Context: an optimization exercise on an open-source flow, tuned for small area and a short achievable clock period. The choices shown serve that exercise and are no tape-out recipe. Where RTL was checked, it was by simulation tests only, not by an equivalence proof against the original. Power figures rest on the tool's default switching activity, not on a simulated workload.

Setup of run a:
// vc_circular_buffer
module vc_circular_buffer #(
    parameter int FLIT_W      = 64,
    parameter int NUM_VC      = 4,
    parameter int BUFFER_SIZE = 8,
    parameter int OFF_THR     = BUFFER_SIZE - 2,
    parameter int ON_THR      = 1,
    localparam int VC_W       = (NUM_VC > 1) ? $clog2(NUM_VC) : 1,
    localparam int CNT_W      = $clog2(BUFFER_SIZE + 1)
) (
    input  logic                    clk,
    input  logic                    rst_n,
    input  logic                    write_i,
    input  logic [VC_W-1:0]         write_vc_i,
    input  logic [FLIT_W-1:0]       input_Data,
    input  logic                    read_i,
    input  logic [VC_W-1:0]         read_vc_i,
    output logic [FLIT_W-1:0]       output_Data,
    output logic [NUM_VC-1:0]       buf_empty,
    output logic [NUM_VC-1:0]       buf_full,
    output logic [NUM_VC-1:0]       buf_On_Off,
    output logic [NUM_VC*CNT_W-1:0] occupancy,
    output logic                    overflow_o,
    output logic                    underflow_o
);
clock: 5.5 ns
lec_check: 0
abc_clock_period_in_ps: 3000
cap_margin: 20
core_margin: 2
core_utilization: 40
cts_cluster_diameter: 100
cts_cluster_size: 26
setup_slack_margin: 2.5
slew_margin: 20
synth_hierarchical: 1
tns_end_percent: 5
standard.sh (not shown) runs the stock make flow with config.mk's settings and CLKGATE_MAP_FILE= SYNTH_SCRIPT=/design/flow/synth_recipe.tcl, a recipe that flattens the netlist after the stock synthesis.
==> flow/flow/run.sh <==
#!/bin/bash
# The standard layout with two changes: the read_vc_i and output_Data pins
# are placed on one edge (flow/io.tcl, run before pin placement), and the
# resizer may change a cell's footprint when it sizes it.
set -euo pipefail
W=$(pwd)
bash standard.sh PRE_IO_PLACEMENT_TCL="$W/flow/io.tcl" MATCH_CELL_FOOTPRINT=0 finish > "$W/standard_flow.log" 2>&1
==> flow/flow/io.tcl <==
# Put the read-VC select in the middle of the data outputs, packed on a short
# stretch of one edge, so the head registers and the output select sit next to
# both and the select nets stay short.
set pins {}
for {set b 0} {$b < 32} {incr b} { lappend pins "output_Data\[$b\]" }
lappend pins {read_vc_i[0]} {read_vc_i[1]}
for {set b 32} {$b < 64} {incr b} { lappend pins "output_Data\[$b\]" }
set_io_pin_constraint -group -order -pin_names $pins -region bottom:140-300
Run a: all stages complete, timing, DRC and antenna checks passed
> inputs changed (run a -> run b)
==> flow/run.sh (new file) <==
#!/bin/bash
# synth_recipe.tcl (not shown) runs the flow's synth.tcl, then flattens the netlist and writes it again
# the make line also repeats each setting of config.mk as NAME=value (left out here)
make -C /OpenROAD-flow-scripts/flow DESIGN_CONFIG=/design/flow/config.mk WORK_HOME=/design/flow/orfs CLKGATE_MAP_FILE= SYNTH_SCRIPT=/design/flow/synth_recipe.tcl finish
removed: flow/flow/run.sh
removed: flow/flow/io.tcl
removed: flow/standard.sh
### Flow results
[run b] post-layout total power rose 0.66% relative to run a. Summary of run b over run a: clock share of power has increased; number of standard cells in the final layout excluding fillers has increased.
Function was not checked in any run of this note: the RTL went through the layout flow alone.

---

run R:
Another version of the RTL of vc_circular_buffer (not shown whole).
For scale: roughly 4200 cells after synthesis, about 2100 flip-flops, about 79000 sq um of cells after synthesis.
## vc_circular_buffer
module vc_circular_buffer #(
    parameter int FLIT_W      = 64,
    parameter int NUM_VC      = 4,
    parameter int BUFFER_SIZE = 8,
    parameter int OFF_THR     = BUFFER_SIZE - 2,
    parameter int ON_THR      = 1,
    localparam int VC_W       = (NUM_VC > 1) ? $clog2(NUM_VC) : 1,
    localparam int CNT_W      = $clog2(BUFFER_SIZE + 1)
) (
    input  logic                    clk,
    input  logic                    rst_n,
    input  logic                    write_i,
    input  logic [VC_W-1:0]         write_vc_i,
    input  logic [FLIT_W-1:0]       input_Data,
    input  logic                    read_i,
    input  logic [VC_W-1:0]         read_vc_i,
    output logic [FLIT_W-1:0]       output_Data,
    output logic [NUM_VC-1:0]       buf_empty,
    output logic [NUM_VC-1:0]       buf_full,
    output logic [NUM_VC-1:0]       buf_On_Off,
    output logic [NUM_VC*CNT_W-1:0] occupancy,
    output logic                    overflow_o,
    output logic                    underflow_o
);
Settings: LEC_CHECK=0, ABC_CLOCK_PERIOD_IN_PS=3000, CAP_MARGIN=20, CORE_MARGIN=2, CORE_UTILIZATION=40, CTS_CLUSTER_DIAMETER=100, CTS_CLUSTER_SIZE=26, GPL_ROUTABILITY_DRIVEN=0, SETUP_SLACK_MARGIN=2.5, SLEW_MARGIN=20, SYNTH_HIERARCHICAL=1, TNS_END_PERCENT=5; clock period 5.5 ns.
==> flow/flow/run.sh <==
#!/bin/bash
# The standard layout with two changes: the read_vc_i and output_Data pins
# are placed on one edge (flow/io.tcl, run before pin placement), and the
# resizer may change a cell's footprint when it sizes it.
set -euo pipefail
W=$(pwd)
bash standard.sh PRE_IO_PLACEMENT_TCL="$W/flow/io.tcl" MATCH_CELL_FOOTPRINT=0 finish > "$W/standard_flow.log" 2>&1
==> flow/flow/io.tcl <==
# Put the read-VC select in the middle of the data outputs, packed on a short
# stretch of one edge, so the head registers and the output select sit next to
# both and the select nets stay short.
set pins {}
for {set b 0} {$b < 32} {incr b} { lappend pins "output_Data\[$b\]" }
lappend pins {read_vc_i[0]} {read_vc_i[1]}
for {set b 32} {$b < 64} {incr b} { lappend pins "output_Data\[$b\]" }
set_io_pin_constraint -group -order -pin_names $pins -region bottom:140-300
What run X does differently from run R at the input level:
Settings: SETUP_SLACK_MARGIN: 2.5 -> 2.3; GPL_ROUTABILITY_DRIVEN: 0 -> unset.
Findings:
- Compared with run R, in run X number of global-route vias before repair decreased about 2%, power share of the sequential group +0.8 points, first-iteration DRC count now sits lower, total of buffers placed on input and output ports about even, non-clock buffer count in the final layout dropped 54.
- Going from run R to run X, maximum net fanout on the critical path decreased by 2 relative to the old numbers; total clock buffers created by CTS went up by about 1.1%; number of buffers added for setup after CTS went down 44; slack of the worst reg-to-reg path lost 0.11 ns.
- Delta(final clock skew, run X - run R) < 0

---

Starting RTL as in the previous note.
export LEC_CHECK = 0
export ABC_CLOCK_PERIOD_IN_PS = 3000
export CAP_MARGIN = 20
export CORE_MARGIN = 2
export CORE_UTILIZATION = 50
export CTS_CLUSTER_DIAMETER = 100
export CTS_CLUSTER_SIZE = 26
export SETUP_SLACK_MARGIN = 2.5
export SLEW_MARGIN = 20
export SYNTH_HIERARCHICAL = 1
export TNS_END_PERCENT = 5
create_clock -name core_clock -period 5.5 [get_ports {clk}]
==> flow/flow/io.tcl <==
# Put the read-VC select in the middle of the data outputs, packed on a short
# stretch of one edge, so the head registers and the output select sit next to
# both and the select nets stay short.
set pins {}
for {set b 0} {$b < 32} {incr b} { lappend pins "output_Data\[$b\]" }
lappend pins {read_vc_i[0]} {read_vc_i[1]}
for {set b 32} {$b < 64} {incr b} { lappend pins "output_Data\[$b\]" }
set_io_pin_constraint -group -order -pin_names $pins -region bottom:110-250
Scripts as last shown in full above: flow/flow/run.sh
Then changed:
--- a/flow/flow/io.tcl
+++ b/flow/flow/io.tcl
@@ -6,3 +6,3 @@
 lappend pins {read_vc_i[0]} {read_vc_i[1]}
 for {set b 32} {$b < 64} {incr b} { lappend pins "output_Data\[$b\]" }
-set_io_pin_constraint -group -order -pin_names $pins -region bottom:110-250
+set_io_pin_constraint -group -order -pin_names $pins -region bottom:140-300
Settings changed: CORE_UTILIZATION 50 to 40, PLACE_DENSITY set to 0.75.
Utilization goes down by 10 points. Clock-buffer cell count goes up by 13. Wire length goes down by 4.9%. Sequential power barely changes. Final area goes up by 1.4%. Clock skew goes up by 9.3 ps. Maximum frequency goes down by 2.4%.
Then changed:
Settings changed: PLACE_DENSITY 0.75 to unset, SETUP_SLACK_MARGIN 2.5 to 3.0.
Result:
- die area does not change
- global-route usage went up by 3.8 points
- hold slack is better by 24 ps
- cell area went up by 2.1%
- critical path depth went up by 2
- wire length went up by 14%
- worst setup slack is worse by 59 ps
- power went up by 2.1%
- fmax went down by 1.7%
- via count went up by 3.2%
- utilization went up by 0.96 points

---

vc_circular_buffer, a different RTL version from the one above (not shown whole).
Size in the first run: ~4,100 cells after synthesis, about 170 I/O pins.
==> flow/config.mk <==
export PLATFORM = sky130hd
export DESIGN_NAME = vc_circular_buffer
export DESIGN_NICKNAME = vc_circular_buffer
export VERILOG_FILES = /design/flow/design.v
export SDC_FILE = /design/flow/constraint.sdc
export NUM_CORES = 4
export LEC_CHECK = 0
export ABC_CLOCK_PERIOD_IN_PS = 3000
export CAP_MARGIN = 20
export CORE_MARGIN = 2
export CORE_UTILIZATION = 40
export CTS_CLUSTER_DIAMETER = 100
export CTS_CLUSTER_SIZE = 26
export SETUP_SLACK_MARGIN = 2.5
export SLEW_MARGIN = 20
export SYNTH_HIERARCHICAL = 1
export TNS_END_PERCENT = 5
==> flow/constraint.sdc <==
create_clock -name core_clock -period 5.5 [get_ports {clk}]
set_input_delay 1.1000 -clock core_clock [delete_from_list [all_inputs] [get_ports {clk}]]
set_output_delay 1.1000 -clock core_clock [all_outputs]
set_load 0.01 [all_outputs]
run.sh (not shown) runs the stock make flow with config.mk's settings and CLKGATE_MAP_FILE= SYNTH_SCRIPT=/design/flow/synth_recipe.tcl, a recipe that flattens the netlist after the stock synthesis.
Stock flow here: none of the scripts above is used.
Change:
==> flow/flow/run.sh (new file) <==
#!/bin/bash
# The standard layout with two changes: the read_vc_i and output_Data pins
# are placed on one edge (flow/io.tcl, run before pin placement), and the
# resizer may change a cell's footprint when it sizes it.
set -euo pipefail
W=$(pwd)
bash standard.sh PRE_IO_PLACEMENT_TCL="$W/flow/io.tcl" MATCH_CELL_FOOTPRINT=0 finish > "$W/standard_flow.log" 2>&1
==> flow/flow/io.tcl (new file) <==
# Put the read-VC select in the middle of the data outputs, packed on a short
# stretch of one edge, so the head registers and the output select sit next to
# both and the select nets stay short.
set pins {}
for {set b 0} {$b < 32} {incr b} { lappend pins "output_Data\[$b\]" }
lappend pins {read_vc_i[0]} {read_vc_i[1]}
for {set b 32} {$b < 64} {incr b} { lappend pins "output_Data\[$b\]" }
set_io_pin_constraint -group -order -pin_names $pins -region bottom:140-300
==> flow/standard.sh (new file) <==
#!/bin/bash
# synth_recipe.tcl (not shown) runs the flow's synth.tcl, then flattens the netlist and writes it again
# the make line also repeats each setting of config.mk as NAME=value (left out here)
make -C /OpenROAD-flow-scripts/flow DESIGN_CONFIG=/design/flow/config.mk WORK_HOME=/design/flow/orfs CLKGATE_MAP_FILE= SYNTH_SCRIPT=/design/flow/synth_recipe.tcl "${@:-finish}"
removed: flow/run.sh
Effect: Routed wire length came out higher by 8.8%; fmax came out higher by 5.2%; area after synthesis does not change; setup slack gets better by 0.17 ns; cell area is about the same; sequential share of layout area hardly moves; clock-buffer cell count came out higher by 1.

==> static timing again, ports no longer ideal <==
The flow's constraints put no driver on any port. The routed layouts listed below were extracted and timed again, unchanged, in two steps.
Step 1 (the two cells are an assumption about what drives the block):
set clk [get_ports {clk}]
set_driving_cell -lib_cell sky130_fd_sc_hd__clkbuf_16 $clk
set_driving_cell -lib_cell sky130_fd_sc_hd__buf_2 [delete_from_list [all_inputs] $clk]
Step 2 also shifts input and output timing later by t, the mid clock arrival at the registers, as if the neighbouring blocks saw the same clock.
Slacks: no drivers / after step 1 / after step 2; pairs: no drivers / after step 1.
run	t, ns	setup WS [ns]	worst setup path at the end	clock arrival spread, ns	worst data-port slew with drivers (ns)
run a	0.843	2.001 / 1.942 / 1.562	input to register	0.041 / 0.041	0.15
run b	0.825	2.016 / 1.935 / 1.556	input to register	0.042 / 0.042	0.12
run R	0.836	2.112 / 1.829 / 1.409	input to register	0.050 / 0.050	0.37
run X	0.829	2.108 / 1.956 / 1.386	input to register	0.042 / 0.042	0.30
the first run of note 3	0.826	2.215 / 1.874 / 1.467	input to register	0.053 / 0.052	0.53
the second run of note 3	0.843	2.133 / 1.726 / 1.346	input to register	0.061 / 0.060	0.62
the third run of note 3	0.857	2.074 / 1.915 / 1.393	input to register	0.035 / 0.035	0.25
the first run of note 4	0.836	2.030 / 1.977 / 1.451	input to register	0.044 / 0.044	0.18
the second run of note 4	0.839	2.201 / 2.108 / 1.616	input to register	0.049 / 0.049	0.22
After both steps setup and hold are still met in every run listed. For the second run of note 3, which loses most, drivers alone change the setup slack by -0.407 ns; drivers and shift together by -0.787 ns.
